This design comes from an exercise in tuning for small area, a short achievable clock period and few clock cycles on the open sky130 flow, not from production work. RTL that was checked went through simulation tests only; none was proved equivalent to the original. Power and IR drop assume default switching activity.

## lidar_scan_packet_deframer
module lidar_scan_packet_deframer
(
  input  logic        clk,
  input  logic        rst,
  input  logic        s_tvalid,
  output logic        s_tready,
  input  logic [7:0]  s_tdata,
  output logic        m_tvalid,
  input  logic        m_tready,
  output logic [63:0] m_tdata,
  output logic [2:0]  m_tuser,
  output logic        m_tlast,
  input  logic        psel,
  input  logic        penable,
  input  logic        pwrite,
  input  logic [2:0]  paddr,
  input  logic [31:0] pwdata,
  output logic [31:0] prdata,
  output logic        pready
);
Size: roughly 920 flip-flops, roughly 35000 um^2 of cells after synthesis.
clock: 4.5 ns
lec_check: 0
abc_clock_period_in_ps: 2000
cap_margin: 20
core_margin: 2
core_utilization: 55
setup_slack_margin: 2.3
slew_margin: 20
run.sh (not shown) runs the stock make flow with config.mk's settings and CLKGATE_MAP_FILE= SYNTH_SCRIPT=/design/flow/synth_recipe.tcl, a recipe that flattens the netlist after the stock synthesis.
The starting point completed without violations.
Testbench counts at the start, summed over its fixed seeds: cycles 18,780.
Then changed:
--- a/flow/config.mk
+++ b/flow/config.mk
@@ -11 +11 @@
-export CORE_UTILIZATION = 55
+export CORE_UTILIZATION = 40
=> Cell area is higher by 0.46%. Worst hold slack is better by 16 ps. Setup slack is better by 92 ps. Routed wire length is lower by 1.1%. Global-route usage is lower by 9.3 points. Core utilization is lower by 18 points. Total power is lower by 0.35%. Maximum frequency is higher by 4.0%. Count of clock-buffer cells in the layout is lower by 10. Die area is higher by 37%.

---

yarrow:
Another version of the RTL of lidar_scan_packet_deframer (not shown whole).
For scale: roughly 2,100 cells after synthesis, roughly 150 I/O pins.
==> flow/config.mk <==
export PLATFORM = sky130hd
export DESIGN_NAME = lidar_scan_packet_deframer
export DESIGN_NICKNAME = lidar_scan_packet_deframer
export VERILOG_FILES = /design/flow/design.v
export SDC_FILE = /design/flow/constraint.sdc
export NUM_CORES = 4
export LEC_CHECK = 0
export ABC_CLOCK_PERIOD_IN_PS = 2200
export CAP_MARGIN = 20
export CORE_MARGIN = 2
export CORE_UTILIZATION = 40
export SETUP_SLACK_MARGIN = 2.0
export SLEW_MARGIN = 20
==> flow/constraint.sdc <==
create_clock -name core_clock -period 4.5 [get_ports {clk}]
set_input_delay 0.9000 -clock core_clock [delete_from_list [all_inputs] [get_ports {clk}]]
set_output_delay 0.9000 -clock core_clock [all_outputs]
set_load 0.01 [all_outputs]
yarrow: done, clean on timing, DRC and antenna
Modified inputs, umber compared to yarrow
# yarrow
export LEC_CHECK = 0
export ABC_CLOCK_PERIOD_IN_PS = 2200
export CAP_MARGIN = 20
export CORE_MARGIN = 2
export CORE_UTILIZATION = 40
export SETUP_SLACK_MARGIN = 2.0
export SLEW_MARGIN = 20
create_clock -name core_clock -period 4.5 [get_ports {clk}]
# umber
export LEC_CHECK = 0
export ABC_CLOCK_PERIOD_IN_PS = 2000
export CAP_MARGIN = 20
export CORE_MARGIN = 2
export CORE_UTILIZATION = 40
export SETUP_SLACK_MARGIN = 2.3
export SLEW_MARGIN = 20
create_clock -name core_clock -period 4.5 [get_ports {clk}]
Findings:
- umber against yarrow: final total power decreased 0.93%; cell area higher; antenna diode instance count shrank by 2; met1 layer usage reported by global route neither gained nor lost much; share of final layout cell area taken by clock buffers and inverters -0.16 points.
- Global-route usage: umber vs yarrow up 0.23 points
- | sequential power | yarrow vs umber | ≈ equal |
- Comparing yarrow with umber, the clock transition time at the flip-flop clock pins of the worst setup and hold paths came out essentially unchanged.
- Least setup slack across all paths after layout ends up lower on yarrow.
- Share of total power in combinational logic: higher on yarrow
- umber -> yarrow: number of failing setup endpoints in the final timing report delta 0, exact match
Function was not checked in any run of this note: the RTL went through the layout flow alone.

---

build 76:
Another version of the RTL of lidar_scan_packet_deframer (not shown whole).
Size: ~3100 cells after synthesis, about 900 flip-flops.
export LEC_CHECK = 0
export ABC_AREA = 1
export CAP_MARGIN = 20
export CORE_MARGIN = 2
export CORE_UTILIZATION = 40
export SLEW_MARGIN = 20
create_clock -name core_clock -period 4.5 [get_ports {clk}]
Build 76 completed every stage of the flow, and the final layout passed the timing, design-rule and antenna checks.
Here is what was changed in the inputs of trial 49 compared with build 76.
Settings: SETUP_SLACK_MARGIN: unset -> 1.5; ABC_CLOCK_PERIOD_IN_PS: unset -> 2500; ABC_AREA: 1 -> unset.
## What came out
Comparing global routing met2 resource utilization for trial 49 and build 76, the smaller number came from trial 49.
As far as port buffer count goes, trial 49 and build 76 are indistinguishable; the numbers are identical.
Trial 49 has more setup slack than build 76.
Delta (trial 49 minus build 76): power per standard cell area closely matched the old numbers, final area closely matched the old numbers.
No functional check of the RTL was part of any run of this note.

[port drivers added, routing unchanged]
The results above use ideal ports. As a check the final layouts listed here were re-extracted and re-timed, cells and wires unchanged. Step 1, drivers: a clkbuf_16 drives clk and a buf_2 each remaining input, both assumed. Step 2 adds t to the input delays and takes it off the output delays; t is the mean of the earliest and latest rising clock arrival at the registers after step 1. Input paths then give back, and output paths get back, about the clock's delay inside the block. Slacks: no drivers / after step 1 / after step 2; pairs: no drivers / after step 1.
| run | t, ns | setup WS [ns] | clock arrival spread, ns | cell pins on the clock port's net |
|---|---|---|---|---|
| the first run of note 1 | 0.706 | 2.095 / 2.095 / 1.635 | 0.038 / 0.038 | 1 |
| the second run of note 1 | 0.722 | 2.187 / 2.187 / 1.669 | 0.054 / 0.054 | 1 |
| yarrow | 0.703 | 1.802 / 1.802 / 1.512 | 0.044 / 0.044 | 1 |
| umber | 0.702 | 1.830 / 1.830 / 1.561 | 0.063 / 0.063 | 1 |
| build 76 | 0.681 | 1.048 / 1.048 / 0.949 | 0.021 / 0.022 | 1 |
| trial 49 | 0.702 | 1.555 / 1.492 / 1.239 | 0.042 / 0.042 | 1 |
After both steps every run listed still meets setup and hold. For the second run of note 1, which loses most, drivers alone change the setup slack by 0.000 ns; drivers and shift together by -0.518 ns.
